Background: an optimization exercise with open tools, aiming at small area, a short achievable clock period and few clock cycles. Do not read the settings as production practice.
Function not checked in this run: the RTL went through the layout flow alone.
No activity file was given, so power comes from the tool's default toggle rates.

### design/flow/design.v
package eed_pkg;
  localparam int MAX_LEN = 64;
  localparam int LEN_W   = $clog2(MAX_LEN + 1);
  localparam int OUT_W   = 7;
  localparam int CHAR_W  = 8;
  localparam int FUNC_W  = 2;
  localparam logic [LEN_W-1:0] MAX_CNT = LEN_W'(MAX_LEN);
  localparam logic [FUNC_W-1:0] FN_REF    = 2'd0;
  localparam logic [FUNC_W-1:0] FN_TYPED  = 2'd1;
  localparam logic [FUNC_W-1:0] FN_FINISH = 2'd2;
  typedef struct packed {
    logic              chr;        
    logic              tok;        
    logic [CHAR_W-1:0] ch;
    logic [LEN_W-1:0]  cost_new;   
    logic [LEN_W-1:0]  cost_old;   
  } link_t;
  localparam int LINK_W = 2 + CHAR_W + 2 * LEN_W;
  typedef struct packed {
    logic              wr;
    logic [LEN_W-1:0]  count;
    logic [CHAR_W-1:0] ch;
  } bcast_t;
endpackage
import eed_pkg::*;
module eed_head (
  input  logic              clk,
  input  logic              rst,
  input  logic              acc,
  input  logic [FUNC_W-1:0] func,
  input  logic [CHAR_W-1:0] char_code,
  input  logic              clear,
  output eed_pkg::link_t link_o,
  output eed_pkg::bcast_t bc,
  output logic [LEN_W-1:0]  ref_count,
  output logic [LEN_W-1:0]  typed_count,
  output logic              error_flag
);
  assign bc.wr    = acc && (func == FN_REF) && (typed_count == '0) && (ref_count != MAX_CNT);
  assign bc.count = ref_count;
  assign bc.ch    = char_code;
  always_ff @(posedge clk) begin
    if (rst) begin
      ref_count   <= '0;
      typed_count <= '0;
      error_flag  <= 1'b0;
      link_o      <= '0;
    end else begin
      link_o.chr      <= 1'b0;
      link_o.tok      <= 1'b0;
      link_o.ch       <= char_code;
      link_o.cost_old <= typed_count;
      link_o.cost_new <= typed_count + LEN_W'(1);
      if (clear) begin
        ref_count   <= '0;
        typed_count <= '0;
        error_flag  <= 1'b0;
      end else if (acc) begin
        unique case (func)
          FN_REF: begin
            if (bc.wr) begin
              ref_count <= ref_count + LEN_W'(1);
            end else begin
              error_flag <= 1'b1;
            end
          end
          FN_TYPED: begin
            if (typed_count == MAX_CNT) begin
              error_flag <= 1'b1;
            end else begin
              typed_count <= typed_count + LEN_W'(1);
              link_o.chr  <= 1'b1;
            end
          end
          FN_FINISH: begin
            link_o.tok      <= 1'b1;
            link_o.cost_new <= typed_count;
          end
          default: begin
          end
        endcase
      end
    end
  end
endmodule
import eed_pkg::*;
module eed_cell (
  input  logic             clk,
  input  logic             rst,
  input  logic [LEN_W-1:0] cell_index,
  input  eed_pkg::bcast_t bc,
  input  eed_pkg::link_t link_i,
  output eed_pkg::link_t link_o
);
  logic [CHAR_W-1:0] ref_ch;
  logic [LEN_W-1:0]  cost;
  logic [LEN_W-1:0]  min_ab;
  logic [LEN_W-1:0]  min_abc;
  logic [LEN_W-1:0]  fresh;
  logic [LEN_W-1:0]  init_cost;
  logic              live;
  assign init_cost = cell_index + LEN_W'(1);
  assign live      = cell_index < bc.count;
  always_comb begin
    min_ab  = (cost < link_i.cost_new) ? cost : link_i.cost_new;
    min_abc = (min_ab < link_i.cost_old) ? min_ab : link_i.cost_old;
    if (ref_ch == link_i.ch) begin
      fresh = link_i.cost_old;
    end else begin
      fresh = min_abc + LEN_W'(1);
    end
  end
  always_ff @(posedge clk) begin
    if (bc.wr && (bc.count == cell_index)) begin
      ref_ch <= bc.ch;
    end
  end
  always_ff @(posedge clk) begin
    if (rst) begin
      cost   <= init_cost;
      link_o <= '0;
    end else begin
      link_o.chr      <= link_i.chr;
      link_o.tok      <= link_i.tok;
      link_o.ch       <= link_i.ch;
      link_o.cost_new <= link_i.cost_new;
      link_o.cost_old <= link_i.cost_old;
      if (link_i.chr) begin
        cost            <= fresh;
        link_o.cost_new <= fresh;
        link_o.cost_old <= cost;
      end else if (link_i.tok) begin
        cost <= init_cost;
        if (live) begin
          link_o.cost_new <= cost;
        end
      end
    end
  end
endmodule
import eed_pkg::*;
module edit_distance_engine_unit (
  input  logic              clk,
  input  logic              rst,
  input  logic              in_valid,
  output logic              in_ready,
  input  logic [FUNC_W-1:0] in_func,
  input  logic [CHAR_W-1:0] in_char_code,
  output logic              out_valid,
  input  logic              out_ready,
  output logic [OUT_W-1:0]  out_distance,
  output logic [OUT_W-1:0]  out_ref_length,
  output logic [OUT_W-1:0]  out_typed_length,
  output logic              out_error
);
  logic [MAX_LEN:0][LINK_W-1:0] links;
  eed_pkg::link_t   link_end;
  eed_pkg::bcast_t  bc;
  logic             acc;
  logic             busy;
  logic             tok_done;
  logic [LEN_W-1:0] ref_count;
  logic [LEN_W-1:0] typed_count;
  logic             error_flag;
  logic             pend_valid;
  logic [LEN_W-1:0] pend_dist;
  logic [LEN_W-1:0] pend_ref;
  logic [LEN_W-1:0] pend_typed;
  logic             pend_err;
  logic             pend_move;
  logic             res_valid;
  logic [OUT_W-1:0] res_dist;
  logic [OUT_W-1:0] res_ref;
  logic [OUT_W-1:0] res_typed;
  logic             res_err;
  assign in_ready    = !busy;
  assign acc         = in_valid && !busy;
  assign link_end    = links[MAX_LEN];
  assign tok_done    = link_end.tok;
  assign pend_move   = pend_valid && (!res_valid || out_ready);
  eed_head u_head (
    .clk         (clk),
    .rst         (rst),
    .acc         (acc),
    .func        (in_func),
    .char_code   (in_char_code),
    .clear       (tok_done),
    .link_o      (links[0]),
    .bc          (bc),
    .ref_count   (ref_count),
    .typed_count (typed_count),
    .error_flag  (error_flag)
  );
  for (genvar i = 0; i < MAX_LEN; i++) begin : g_cell
    eed_cell u_cell (
      .clk        (clk),
      .rst        (rst),
      .cell_index (LEN_W'(i)),
      .bc         (bc),
      .link_i     (links[i]),
      .link_o     (links[i+1])
    );
  end
  always_ff @(posedge clk) begin
    if (rst) begin
      busy <= 1'b0;
    end else if (acc && (in_func == FN_FINISH)) begin
      busy <= 1'b1;
    end else if (pend_move) begin
      busy <= 1'b0;
    end
  end
  always_ff @(posedge clk) begin
    if (rst) begin
      pend_valid <= 1'b0;
    end else if (tok_done) begin
      pend_valid <= 1'b1;
    end else if (pend_move) begin
      pend_valid <= 1'b0;
    end
  end
  always_ff @(posedge clk) begin
    if (tok_done) begin
      pend_dist  <= link_end.cost_new;
      pend_ref   <= ref_count;
      pend_typed <= typed_count;
      pend_err   <= error_flag;
    end
  end
  always_ff @(posedge clk) begin
    if (rst) begin
      res_valid <= 1'b0;
    end else if (pend_move) begin
      res_valid <= 1'b1;
    end else if (out_ready) begin
      res_valid <= 1'b0;
    end
  end
  always_ff @(posedge clk) begin
    if (pend_move) begin
      res_dist  <= pend_dist;
      res_ref   <= pend_ref;
      res_typed <= pend_typed;
      res_err   <= pend_err;
    end
  end
  assign out_valid        = res_valid;
  assign out_distance     = res_dist;
  assign out_ref_length   = res_ref;
  assign out_typed_length = res_typed;
  assign out_error        = res_err;
endmodule
### design/flow/run.sh
#!/bin/bash
# synth_recipe.tcl (not shown) runs the flow's synth.tcl, then flattens the netlist and writes it again
# the make line also repeats each setting of config.mk as NAME=value (left out here)
make -C /OpenROAD-flow-scripts/flow DESIGN_CONFIG=/design/flow/config.mk WORK_HOME=/design/flow/orfs CLKGATE_MAP_FILE= SYNTH_SCRIPT=/design/flow/synth_recipe.tcl finish
### design/flow/config.mk
export PLATFORM = sky130hd
export DESIGN_NAME = edit_distance_engine_unit
export DESIGN_NICKNAME = edit_distance_engine_unit
export VERILOG_FILES = /design/flow/design.v
export SDC_FILE = /design/flow/constraint.sdc
export NUM_CORES = 4
export LEC_CHECK = 0
export CAP_MARGIN = 20
export CORE_MARGIN = 2
export CORE_UTILIZATION = 40
export SLEW_MARGIN = 20
### design/flow/constraint.sdc
create_clock -name core_clock -period 6.0 [get_ports {clk}]
set_input_delay 1.2000 -clock core_clock [delete_from_list [all_inputs] [get_ports {clk}]]
set_output_delay 1.2000 -clock core_clock [all_outputs]
set_load 0.01 [all_outputs]
==> results.toml <==
[logic_synthesis]
ys_seq_area_share_pct = 40.0
synthCells = 16200
synth_top_area_share_pct = 28.2
synthDistinctLibCells = 96
synth_flop_cell = "dfxtp_1"
synth.area.top_cells = "dfxtp_1 28%, edfxtp_1 12%, ha_1 7.4%, mux2i_1 6.3%, nor2_1 3.8%"
syn_area_sq_mm = 0.142
avgSynthCellArea_sq_um = 8.81
yosysMostFrequentCell = "dfxtp_1"
synth_area_leader_cell = "dfxtp_1"
ys_warn_count = 3
async_flop_share_pct = 0
ys_ff_latch = 2566
synth_nets = 17000
synthTopCellsByCount = "2,010 x dfxtp_1, 1,442 x nor2_1, 1,327 x nand2_1, 999 x a21oi_1, 998 x inv_1"
synth_edf_count = 556

[clock_network]
post_cts_buffers = 0
cts_tree = "done"
h-tree-depth = 5
clk_pin_slew_ns = 0.07
clock_sinks = 2566
cts-root-buf = "clkbuf_16"
cts_hold_buffers = 0
worstSkewPairLatency_ns = 0.92
ctsResizeCount = 0
cts_buffers = 285
clk_path_buf_depth = 4

[placed_design]
dpl_cell_area_sq_mm = 0.148
place_congestion = 0.927
dpl.hpwl_microns = 287000
numPortBuffers = 37
dp_slack_ns = 0.505
dp_cells = 20500

[finish]
area_growth_pct = 10.9
final_cell_count_no_fill = 21000
layout-drive-gt1-share_pct = 7.69
filler_cell_count = 34800
fin_nets = 16900
final_area_sq_mm = 0.158

[detailed_routing]
drt_iter0_drc = 8787
avgRoutedWirePerCell_microns = 18.9
drc_errors = 0
routed_wl_microns = 397000
viasPerCell = 5.48
dr.pass1.iters = 6
ant_nets = 0
vias = 115000

[global_route]
grt_max_degree = 177
grt_pass1_wl_microns = 630000
grtUsageTotal_pct = 21.2
grt_overflow = 0
antenna_found_initial = 17
grt_pass1_vias = 110000

[floorplan]
die_x_microns = 601
initial_core_util_pct = 40.1
core_sq_mm = 0.355
pin_count = 38
die_area_sq_mm = 0.361
die_h_microns = 601
rows = 219

[timing]
skew_ns = 0.0501
tightestPinTransition_ns = 1.11
finalCriticalPeriod_ns = 5.54
tns_ns = 0
hold_viol = 0
fmax_mhz = 180
finalSetupViolCount = 0
slew_headroom_pct = 25.6
slew_violations = 0
timing.final.ws_setup_ns = 0.456
period_share_pct = 92.4
rsz0062_at_grt = "no"

[setup_path]
start_kind = "flip-flop"
required_ns = 6.76
reg2reg_from = "g_cell[1].u_cell.cost[4]"
worstPathArrival_ns = 6.31
path_max_fanout = 16
crit_type = "reg -> reg"
worstSetupEndpointType = "flip-flop"
startpoint = "g_cell[1].u_cell.cost[4]"

[outcome]
status = "finished clean"

[power_and_ir_drop]
vdd_ir_drop_max_uv = 210
p_leak_nw = 60.6
power.density_mw_per_mm2 = 230

[flow_run]
drv_cap = 0

[hold_path]
hold_class = "reg -> reg"
min_from = "g_cell[63].u_cell.link_o[11]"
## logic make-up after synthesis
family | after synthesis | share of synthesized area, %
and+or+nand+nor | 5450 | 18.5
AOI/OAI and AO/OA | 3599 | 16.0
DFF | 2566 | 40.0
buffers and inverters | 1718 | 4.55
muxes | 1235 | 8.97
adders and majority gates | 838 | 7.36
xor gates and xnor gates | 760 | 4.67
## final timing paths
check                                endpoint  slack [ns]  cells past startpoint
hold reg to reg                  pend_dist[4]        0.40                      0
setup / recovery  g_cell[1].u_cell.link_o[13]        0.46                     21
setup reg to reg  g_cell[1].u_cell.link_o[13]        0.46                     21
hold / removal                   pend_dist[4]        0.40                      0
## state kept, by name, summed over array words and instances (netlist names)
name and cells:
g_cell.u_cell.link_o 1520, g_cell.u_cell.cost 448, busy 1, pend_dist 7, u_head.ref_count 7, res_valid 1
u_head.typed_count 7, res_typed 7, res_dist 7, u_head.error_flag 1, u_head.link_o 24, pend_err 1
pend_ref 7, g_cell.u_cell.ref_ch 512, res_ref 7, pend_typed 7, pend_valid 1, res_err 1
## worst max-delay path: stages, from the launching register on
cell	delay, ns
dfxtp_1	0.47
ha_1	0.30
a2111oi_0	0.50
o21ai_0	0.23
nand2_1	0.10
buf_4	0.21
o21ai_0	0.17
ha_1	0.35
a21o_1	0.16
a21o_1	0.17
a21o_1	0.21
or3_1	0.35
nor3_1	0.15
a211o_1	0.38
mux2_2	0.39
ha_1	0.30
and3_1	0.22
nand4_1	0.08
o31ai_1	0.08
xor2_1	0.15
a221oi_1	0.33
a21oi_1	0.11
## power by group
group	total (mW)	switching, mW	leakage (nW)	internal [mW]
clock	18.0	7.52	4.67	10.5
sequential	17.7	0.0263	21.2	17.6
combinational	0.702	0.535	34.8	0.167
## layer usage
metal,GRT usage (%),share of wire (%)
met1,29.9,47
met2,33.9,45
met3,2.49,5.0
met4,6.23,2.8
met5,0,0.014
## layout by cell type, fill, tap and decap left out, types with 572 or more instances in the layout
cell,instances
a21oi_1,997
dfxtp_1,2007
ha_1,838
inv_1,997
mux2i_1,901
nand2_1,1324
nand3_1,572
nor2_1,1438
nor2b_1,661
o21ai_0,957
## layout make-up
type / instances / area, sq um / share of cell area [%]
Clock inverter: 143 / 1750 / 1.11
Inverter: 1008 / 3790 / 2.40
Tap cell: 4751 / 5940 / 3.76
Multi-Input combinational cell: 11900 / 79100 / 50.1
Clock buffer: 380 / 7890 / 5.00
Sequential cell: 2566 / 56900 / 36.1
Antenna cell: 10 / 25.0 / 0.0158
Timing Repair Buffer: 293 / 2420 / 1.53
## metrics by stage
stage	util, %	hold slack [ns]	total power [mW]
after floorplan	-	0.386	18.4
after global placement	41.7	0.390	18.7
after detailed placement	41.7	0.389	18.7
after CTS	44.4	0.404	36.7
after global routing	44.5	0.410	37.4
final	44.5	0.404	36.4

port drivers added, routing unchanged:
No port has a modelled driver above. Below, the same layout with a new extraction and two added sets of constraints. Step 1 assumes that a clkbuf_16 drives the clock port and a buf_2 every other input. Step 2 also shifts input and output timing later by t, the mid clock arrival at the registers, as if the neighbouring blocks saw the same clock. Slacks: ideal / step 1 / step 2; pairs: ideal / step 1.
t (ns): 0.989
setup WS [ns]: 0.456 / 0.456 / 0.456
cell pins on the clock port's net: 1
After both steps setup and hold are still met in this run. For this run, drivers alone change the setup slack by 0.000 ns; drivers and shift together by 0.000 ns.
